This is an optimization exercise on Yosys and OpenROAD, whose aim is small area, a short achievable clock period and few clock cycles per item, not a production implementation. No activity file was given, so power comes from the tool's default toggle rates.

## lane 3
==> module cory_vtap2, before the edit <==
module cory_vtap2 #(
  parameter int N = 8,
  parameter int W = 8
) (
  input  logic         clk,
  input  logic         reset,
  input  logic         i_a_v,
  input  logic [N-1:0] i_a_d,
  input  logic         i_a_last_x,
  input  logic         i_a_last_y,
  output logic         o_a_r,
  output logic         o_z_v,
  output logic [N-1:0] o_z_d,
  output logic [N-1:0] o_z_up,
  output logic         o_z_up_v,
  output logic         o_z_last_x,
  output logic         o_z_last_y,
  input  logic         i_z_r
);
  localparam int NG = W - 3;
  logic          step_q;           
  logic          step_d;
  logic          acc, del;
  logic         ar_q;
  logic         iv0_q, iv0_d;
  logic [N-1:0] id0_q;
  logic         ix0_q, iy0_q;
  logic         ld_in;
  assign o_a_r = ar_q;
  assign ld_in = ~iv0_q | step_q;
  assign acc   = i_a_v & ld_in;
  assign iv0_d = (iv0_q & ~step_q) | acc;
  always_ff @(posedge clk) begin
    if (reset) begin
      ar_q  <= 1'b1;
      iv0_q <= 1'b0;
    end else begin
      ar_q  <= ~iv0_d | step_d;
      iv0_q <= iv0_d;
    end
  end
  logic ix0s_q, iy0s_q;
  always_ff @(posedge clk) begin
    if (ld_in) id0_q <= i_a_d;
    ix0_q  <= ld_in ? i_a_last_x : ix0s_q;
    ix0s_q <= ld_in ? i_a_last_x : ix0_q;
    iy0_q  <= ld_in ? i_a_last_y : iy0s_q;
    iy0s_q <= ld_in ? i_a_last_y : iy0_q;
  end
  logic         ov0_q, ov1_q, ov1_d;
  logic         ovi_q;             
  logic [N-1:0] od0_q, ou0_q;
  logic         ouv0_q, ox0_q, oy0_q;
  logic [N-1:0] r_up;               
  logic         row0_q, row0_d;
  logic [N-1:0] rd_d;
  assign del  = ovi_q & i_z_r;
  assign ov1_d = del ? (ov1_q & step_q) : (ov1_q | (ovi_q & step_q));
  always_ff @(posedge clk) begin
    if (reset) begin
      ov0_q <= 1'b0;
      ovi_q <= 1'b0;
      ov1_q <= 1'b0;
    end else begin
      ov0_q <= del ? (ov1_q | step_q) : (ovi_q | step_q);
      ovi_q <= ov1_q | step_q | (ovi_q & ~i_z_r);
      ov1_q <= ov1_d;
    end
  end
  localparam int OW = 2 * N + 3;
  logic [OW-1:0] o0_q, o0s_q, o1_q, o_new, o0_src;
  logic          o0_ld;
  assign o_new  = {id0_q, r_up, ~row0_q, ix0_q, iy0_q};
  assign o0_ld  = del | ~ovi_q;
  assign o0_src = (del & ov1_q) ? o1_q : o_new;
  always_ff @(posedge clk) begin
    o0_q  <= o0_ld ? o0_src : o0s_q;
    o0s_q <= o0_ld ? o0_src : o0_q;
    if (del | ~ov1_q) o1_q <= o_new;
  end
  assign {od0_q, ou0_q, ouv0_q, ox0_q, oy0_q} = o0_q;
  assign o_z_v      = ov0_q;
  assign o_z_d      = od0_q;
  assign o_z_up     = ou0_q;
  assign o_z_up_v   = ouv0_q;
  assign o_z_last_x = ox0_q;
  assign o_z_last_y = oy0_q;
  logic [NG-1:0] cg_q, cg_d;       
  logic [NG-1:0] pen;              
  logic          st_q, st_d;       
  logic          ge_q, ge_d;       
  logic [NG-1:0] al_d;             
  logic [NG-1:0] rot_q, rot_d;     
  logic [N-1:0]  head [NG];        
  always_comb begin
    cg_d  = cg_q;
    st_d  = st_q;
    ge_d  = ge_q;
    if (step_q) begin
      if (ix0_q) cg_d = NG'(1);
      else if (ge_q) cg_d = {cg_q[NG-2:0], cg_q[NG-1]};
      st_d = ix0_q | ge_q;
      ge_d = ~ix0_q & ~ge_q & |(cg_q & pen);
    end
    step_d = iv0_d & ~ov1_d & (~st_d | |(cg_d & al_d));
    for (int k = 0; k < NG; k++)
      rot_d[k] = (step_d & cg_d[k]) | (~al_d[k] & ~(cg_d[k] & ~st_d));
    row0_d = (step_q & ix0_q) ? iy0_q : row0_q;
    rd_d = '0;
    for (int k = 0; k < NG; k++) if (cg_d[k]) rd_d = rd_d | head[k];
  end
  always_ff @(posedge clk) begin
    if (reset) begin
      cg_q   <= NG'(1);
      st_q   <= 1'b1;
      ge_q   <= 1'b0;
      row0_q <= 1'b1;
      step_q <= 1'b0;
      rot_q  <= '0;
    end else begin
      cg_q   <= cg_d;
      st_q   <= st_d;
      ge_q   <= ge_d;
      step_q <= step_d;
      rot_q  <= rot_d;
      row0_q <= row0_d;
    end
  end
  always_ff @(posedge clk) r_up <= row0_d ? '0 : rd_d;
  for (genvar k = 0; k < NG; k++) begin : g_grp
    localparam int SB = (k == 0) ? 4 : k + 3;    
    localparam int S  = 1 << SB;
    logic [SB-1:0] off_q;
    logic [N-1:0]  m_q [S];
    assign al_d[k]  = rot_q[k] ? (off_q == '1) : (off_q == '0);
    assign pen[k]   = (off_q == SB'(S - 2));
    assign head[k]  = rot_q[k] ? m_q[1] : m_q[0];
    always_ff @(posedge clk) begin
      if (reset) off_q <= '0;
      else if (rot_q[k]) off_q <= off_q + 1'b1;
    end
    always_ff @(posedge clk) begin
      if (rot_q[k]) begin
        for (int i = 0; i < S - 1; i++) m_q[i] <= m_q[i+1];
        m_q[S-1] <= (step_q & cg_q[k]) ? id0_q : m_q[0];
      end
    end
  end
endmodule
make LEC_CHECK=0 ABC_CLOCK_PERIOD_IN_PS=2000 CAP_MARGIN=20 CORE_MARGIN=2 CORE_UTILIZATION=40 CTS_CLUSTER_DIAMETER=100 CTS_CLUSTER_SIZE=26 SETUP_SLACK_MARGIN=1.5 SLEW_MARGIN=20 finish   # period 3.3 ns
run.sh (not shown) runs the stock make flow with config.mk's settings and CLKGATE_MAP_FILE= SYNTH_SCRIPT=/design/flow/synth_recipe.tcl, a recipe that flattens the netlist after the stock synthesis.
Changes in lane 4 relative to lane 3:
--- a/flow/design.v
+++ b/flow/design.v
@@ -37,17 +37,13 @@
     end else begin
       ar_q  <= ~iv0_d | step_d;
       iv0_q <= iv0_d;
     end
   end
-  logic ix0s_q, iy0s_q;
   always_ff @(posedge clk) begin
-    if (ld_in) id0_q <= i_a_d;
-    ix0_q  <= ld_in ? i_a_last_x : ix0s_q;
-    ix0s_q <= ld_in ? i_a_last_x : ix0_q;
-    iy0_q  <= ld_in ? i_a_last_y : iy0s_q;
-    iy0s_q <= ld_in ? i_a_last_y : iy0_q;
+    {id0_q, ix0_q, iy0_q} <= {id0_q, ix0_q, iy0_q}
+      ^ ({(N + 2){ld_in}} & ({id0_q, ix0_q, iy0_q} ^ {i_a_d, i_a_last_x, i_a_last_y}));
   end
   logic         ov0_q, ov1_q, ov1_d;
   logic         ovi_q;             
   logic [N-1:0] od0_q, ou0_q;
   logic         ouv0_q, ox0_q, oy0_q;
@@ -66,18 +62,17 @@
       ovi_q <= ov1_q | step_q | (ovi_q & ~i_z_r);
       ov1_q <= ov1_d;
     end
   end
   localparam int OW = 2 * N + 3;
-  logic [OW-1:0] o0_q, o0s_q, o1_q, o_new, o0_src;
+  logic [OW-1:0] o0_q, o1_q, o_new, o0_src;
   logic          o0_ld;
   assign o_new  = {id0_q, r_up, ~row0_q, ix0_q, iy0_q};
   assign o0_ld  = del | ~ovi_q;
   assign o0_src = (del & ov1_q) ? o1_q : o_new;
   always_ff @(posedge clk) begin
-    o0_q  <= o0_ld ? o0_src : o0s_q;
-    o0s_q <= o0_ld ? o0_src : o0_q;
+    o0_q <= o0_q ^ ({OW{o0_ld}} & (o0_q ^ o0_src));
     if (del | ~ov1_q) o1_q <= o_new;
   end
   assign {od0_q, ou0_q, ouv0_q, ox0_q, oy0_q} = o0_q;
   assign o_z_v      = ov0_q;
   assign o_z_d      = od0_q;
Notes after the runs:
- Lane 4: final standard cell count with taps included and fillers excluded is 3.5% lower than what lane 3 reported.
- [compare] base=lane 3 new=lane 4: fraction of area in multi-input gates lost 0.50 points, wire length lost 3.2 mm, sequential power picked up an extra about 3%, share of synthesized area spent on multiplexers picked up an extra 0.32 points.
- Min relative area change from synthesis to final layout across lane 3 and lane 4: lane 4
- Compared with lane 3, lane 4 shows synthesized flop and latch total that has gone down slightly.
- Lane 4 vs lane 3: area taken by multi-input logic gates down
- Lower final standard cell area without fillers goes to lane 4 over lane 3.
- Looking at number of nets produced by synthesis, lane 4 sits below lane 3.
No functional check of the RTL was part of any run of this note.

## re-timing with driven ports
No port has a modelled driver above. Below, the same layouts with a new extraction and two added sets of constraints. Step 1 (the two cells are an assumption about what drives the block):
set clk [get_ports {clk}]
set_driving_cell -lib_cell sky130_fd_sc_hd__clkbuf_16 $clk
set_driving_cell -lib_cell sky130_fd_sc_hd__buf_2 [delete_from_list [all_inputs] $clk]
Step 2 adds t to the input delays and takes it off the output delays; t is the mean of the earliest and latest rising clock arrival at the registers after step 1. Input paths then give back, and output paths get back, about the clock's delay inside the block. a / b / c = ideal ports / drivers / drivers and shift; a / b = the first two.
run	t, ns	setup WS [ns]	worst setup path at the end	worst slew at a driven data input, ns	cell pins on the clock port's net
lane 3	0.785	1.421 / 1.352 / 0.875	input to register	0.06	1
lane 4	0.789	1.347 / 1.270 / 0.994	input to register	0.05	1
After both steps every run listed still meets setup and hold. For lane 3, which loses most, drivers alone change the setup slack by -0.069 ns; drivers and shift together by -0.546 ns.
